What follows belongs to an exercise in optimizing a design on an open flow for small area; a production flow would make more cautious choices.
Function was checked by simulation only, so behaviour that the tests miss may differ from the original.
Power figures rest on the tool's default switching activity, not on a simulated workload.

== oak ==
// speech_synth
module speech_synth (
   input  logic               clk,
   input  logic               reset,
   input  logic               ws,
   input  logic               rs,
   input  speech_pkg::addr_t  addr,
   input  speech_pkg::data_t  dd,
   output speech_pkg::data_t  dq,
   output logic               rdy,
   output speech_pkg::out_t   dac_out,
   output logic               sample_valid
);
For scale: roughly 1200 cells after synthesis, about 220 flip-flops, ~39 I/O pins.
Settings: LEC_CHECK=0, ABC_AREA=1, CAP_MARGIN=20, CORE_MARGIN=2, CORE_UTILIZATION=55, GPL_TIMING_DRIVEN=0, SLEW_MARGIN=20; clock period 32.0 ns.
standard.sh (not shown) runs the stock make flow with config.mk's settings and CLKGATE_MAP_FILE= SYNTH_SCRIPT=/design/flow/synth_recipe.tcl, a recipe that flattens the netlist after the stock synthesis.
==> flow/flow/run.sh <==
#!/bin/bash
# Own layout flow: the standard ORFS flow (standard.sh) with these changes:
#  - the port buffers are sky130_fd_sc_hd__buf_1;
#  - clock tree synthesis inserts no dummy loads, and uses clkbuf_4 for the root and
#    inner tree buffers and clkbuf_16 at the leaves.
# Every other script, setting and step is the standard one. Each step's output goes to
# its own log in this folder; ORFS's own per-stage logs are under orfs/logs/.
set -euo pipefail
W=$PWD
rm -rf "$W/scripts_area"
cp -r "$FLOW_HOME/scripts" "$W/scripts_area"
cp "$W/flow/abc_area.script" "$W/scripts_area/abc_area.script"
CTS="-sink_clustering_enable -repair_clock_nets -sink_clustering_size 30 -sink_clustering_max_diameter 150"
CTS="$CTS -buf_list sky130_fd_sc_hd__clkbuf_16 -root_buf sky130_fd_sc_hd__clkbuf_4 -tree_buf sky130_fd_sc_hd__clkbuf_4 -dont_use_dummy_load"
V=("SCRIPTS_DIR=$W/scripts_area" "BUFFER_PORTS_ARGS=-buffer_cell sky130_fd_sc_hd__buf_1" "CTS_ARGS=$CTS")
for step in synth floorplan place cts route finish; do
  bash standard.sh "${V[@]}" "$step" > "$W/flow_$step.log" 2>&1
done
test -f "$W/out/final.def"
==> flow/flow/abc_area.script <==
strash
dch
amap -m
topo
stime -c
> inputs changed (oak -> pine)
--- a/flow/flow/run.sh
+++ b/flow/flow/run.sh
@@ -3,3 +3,3 @@
 #  - the port buffers are sky130_fd_sc_hd__buf_1;
-#  - clock tree synthesis inserts no dummy loads, and uses clkbuf_4 for the root and
+#  - clock tree synthesis inserts no dummy loads, and uses clkbuf_8 for the root and
 #    inner tree buffers and clkbuf_16 at the leaves.
@@ -13,3 +13,3 @@
 CTS="-sink_clustering_enable -repair_clock_nets -sink_clustering_size 30 -sink_clustering_max_diameter 150"
-CTS="$CTS -buf_list sky130_fd_sc_hd__clkbuf_16 -root_buf sky130_fd_sc_hd__clkbuf_4 -tree_buf sky130_fd_sc_hd__clkbuf_4 -dont_use_dummy_load"
+CTS="$CTS -buf_list sky130_fd_sc_hd__clkbuf_16 -root_buf sky130_fd_sc_hd__clkbuf_8 -tree_buf sky130_fd_sc_hd__clkbuf_8 -dont_use_dummy_load"
 V=("SCRIPTS_DIR=$W/scripts_area" "BUFFER_PORTS_ARGS=-buffer_cell sky130_fd_sc_hd__buf_1" "CTS_ARGS=$CTS")
## What came out
- For oak, the destination of the critical timing path was u_lattice.br[52], unlike pine, where it was u_lattice.br[51].
- Per the comparison of pine with oak, fraction of area in multi-input gates did not really move, power went up, area of all placed cells without fillers did not really move, fraction of power consumed by the clock network went up, share of the clock period used by the worst path did not really move.
- Summary of pine over oak: average routed wire per standard cell went up 0.35%; routed via count divided by cell count went up 0.018.
- | fraction of area in registers | oak vs pine | ≈ equal |
- Routed wire length of oak is on par with pine.

* * *

Setup of wip/delta:
speech_synth, a different RTL version from the one above (not shown whole).
Size in the first run: roughly 1,200 cells after synthesis, roughly 220 flip-flops, ~39 I/O pins.
// speech_synth
module speech_synth (
   input  logic               clk,
   input  logic               reset,
   input  logic               ws,
   input  logic               rs,
   input  speech_pkg::addr_t  addr,
   input  speech_pkg::data_t  dd,
   output speech_pkg::data_t  dq,
   output logic               rdy,
   output speech_pkg::out_t   dac_out,
   output logic               sample_valid
);
clock: 32.0 ns
lec_check: 0
abc_area: 1
cap_margin: 20
core_margin: 2
core_utilization: 40
cts_buf_list: sky130_fd_sc_hd__clkbuf_16
cts_cluster_diameter: 80
cts_cluster_size: 30
gpl_timing_driven: 0
slew_margin: 20
==> flow/flow/run.sh <==
#!/bin/bash
set -euo pipefail
W=$PWD
rm -rf "$W/scripts_area"
cp -r "$FLOW_HOME/scripts" "$W/scripts_area"
cp "$W/flow/abc_area.script" "$W/scripts_area/abc_area.script"
CTS="-sink_clustering_enable -repair_clock_nets -sink_clustering_size 30 -sink_clustering_max_diameter 80"
CTS="$CTS -buf_list sky130_fd_sc_hd__clkbuf_16 -root_buf sky130_fd_sc_hd__clkbuf_8 -tree_buf sky130_fd_sc_hd__clkbuf_8 -dont_use_dummy_load"
V=("SCRIPTS_DIR=$W/scripts_area" "BUFFER_PORTS_ARGS=-buffer_cell sky130_fd_sc_hd__buf_1" "CTS_ARGS=$CTS")
for step in synth floorplan place cts route finish; do
  bash standard.sh "${V[@]}" "$step" > "$W/flow_$step.log" 2>&1
done
test -f "$W/out/final.def"
==> flow/flow/abc_area.script <==
strash
dch
amap
topo
stime -c
## Diff of input files: wip/cedar against wip/delta
Settings: CTS_CLUSTER_DIAMETER: 80 -> unset; CTS_CLUSTER_SIZE: 30 -> unset; CORE_UTILIZATION: 40 -> 55; CTS_BUF_LIST: sky130_fd_sc_hd__clkbuf_16 -> unset.
--- a/flow/flow/run.sh
+++ b/flow/flow/run.sh
@@ -1,3 +1,9 @@
 #!/bin/bash
+# Own layout flow: the standard ORFS flow (standard.sh) with these changes:
+#  - the port buffers are sky130_fd_sc_hd__buf_1;
+#  - clock tree synthesis inserts no dummy loads, and uses clkbuf_8 for the root and
+#    inner tree buffers and clkbuf_16 at the leaves.
+# Every other script, setting and step is the standard one. Each step's output goes to
+# its own log in this folder; ORFS's own per-stage logs are under orfs/logs/.
 set -euo pipefail
 W=$PWD
@@ -5,5 +11,5 @@
 cp -r "$FLOW_HOME/scripts" "$W/scripts_area"
 cp "$W/flow/abc_area.script" "$W/scripts_area/abc_area.script"
-CTS="-sink_clustering_enable -repair_clock_nets -sink_clustering_size 30 -sink_clustering_max_diameter 80"
+CTS="-sink_clustering_enable -repair_clock_nets -sink_clustering_size 30 -sink_clustering_max_diameter 150"
 CTS="$CTS -buf_list sky130_fd_sc_hd__clkbuf_16 -root_buf sky130_fd_sc_hd__clkbuf_8 -tree_buf sky130_fd_sc_hd__clkbuf_8 -dont_use_dummy_load"
 V=("SCRIPTS_DIR=$W/scripts_area" "BUFFER_PORTS_ARGS=-buffer_cell sky130_fd_sc_hd__buf_1" "CTS_ARGS=$CTS")
==> flow/flow/abc_area.script <==
strash
dch
amap -m
topo
stime -c
==> comparison <==
Diff wip/delta and wip/cedar: filler-free cell count of the finished design lower in wip/cedar
In the flow results for wip/delta and wip/cedar, the area growth from synthesis to layout is smaller on wip/cedar.
The die used by wip/cedar is smaller than the one used by wip/delta.
wip/delta → wip/cedar: worst path required time saw an increase; setup slack went down 0.20 ns.
When wip/cedar is set beside wip/delta, its met1 wire length turns out to be about 4.7% smaller.
Changes observed in wip/cedar relative to wip/delta: number of buffers added by the clock tree synthesis step shows a reduction of 2, share of final layout cell area taken by non-clock buffers shows no meaningful change, count of inserted antenna diode cells shows no meaningful change.
diff inputs: wip/cedar => wip/tundra
Settings: CTS_BUF_LIST newly set to sky130_fd_sc_hd__clkbuf_16; CTS_CLUSTER_DIAMETER newly set to 80; CORE_UTILIZATION changed from 55 to 40; CTS_CLUSTER_SIZE newly set to 30.
--- a/flow/flow/run.sh
+++ b/flow/flow/run.sh
@@ -11,5 +11,5 @@
 cp -r "$FLOW_HOME/scripts" "$W/scripts_area"
 cp "$W/flow/abc_area.script" "$W/scripts_area/abc_area.script"
-CTS="-sink_clustering_enable -repair_clock_nets -sink_clustering_size 30 -sink_clustering_max_diameter 150"
+CTS="-sink_clustering_enable -repair_clock_nets -sink_clustering_size 30 -sink_clustering_max_diameter 80"
 CTS="$CTS -buf_list sky130_fd_sc_hd__clkbuf_16 -root_buf sky130_fd_sc_hd__clkbuf_8 -tree_buf sky130_fd_sc_hd__clkbuf_8 -dont_use_dummy_load"
 V=("SCRIPTS_DIR=$W/scripts_area" "BUFFER_PORTS_ARGS=-buffer_cell sky130_fd_sc_hd__buf_1" "CTS_ARGS=$CTS")
==> flow/flow/abc_area.script <==
strash
dch
amap
topo
stime -c
Results
wip/tundra: no failed stages, no open violations at the end
Delta (wip/tundra minus wip/cedar): share of power burned in combinational logic went down 0.3 points, wire length went up 630 µm, number of H-tree levels held.
Re post-layout minimum cycle time: wip/tundra is 0.20 ns down on wip/cedar.
Diff wip/tundra..wip/cedar | register clock-pin slew on the reported worst setup and hold paths | negligible
STATUS post-route total power: wip/tundra loses against wip/cedar
Taking wip/cedar as the reference, in wip/tundra utilization went down; buffers plus inverters on the worst setup path went up; cell area after synthesis went up; worst setup slack went up; via count of the first global-routing pass went up.
Edits applied to the flow inputs when going from wip/tundra to wip/yarrow:
Settings: swapping 40 for 55 in CORE_UTILIZATION.
Notes after the runs:
wip/yarrow against wip/tundra: clock-pin slew on the worst setup and hold paths level, share of the clock period used by the worst path moved up, post-place instance area moved down, total power level.

-- re-timing with driven ports --
No port has a modelled driver above. Below, the same layouts with a new extraction and two added sets of constraints.
Step 1: set_driving_cell puts a clkbuf_16 on clk and a buf_2 on each other input, an assumption about the parent block.
Step 2, shift: input delay + t, output delay - t, t = (earliest + latest rising clock arrival at the registers) / 2. This alone moves slack from input paths to output paths.
a / b / c = ideal / step 1 / step 2; a / b = the first two.
run	t (ns)	slack for setup (ns)	clock arrival spread, ns	slew at the worst register clock pin (ns)	worst slew at a driven data input, ns
oak	0.633	18.633 / 18.633 / 18.633	0.066 / 0.066	0.11 / 0.11	0.03
pine	0.538	18.622 / 18.622 / 18.622	0.058 / 0.059	0.11 / 0.11	0.03
wip/delta	0.556	19.269 / 19.269 / 19.269	0.106 / 0.106	0.11 / 0.11	0.04
wip/cedar	0.538	19.067 / 19.067 / 19.067	0.050 / 0.049	0.11 / 0.11	0.03
wip/tundra	0.556	19.269 / 19.269 / 19.269	0.106 / 0.106	0.11 / 0.11	0.04
wip/yarrow	0.549	19.100 / 19.100 / 19.100	0.070 / 0.070	0.11 / 0.11	0.04
After both steps every run listed still meets setup and hold.
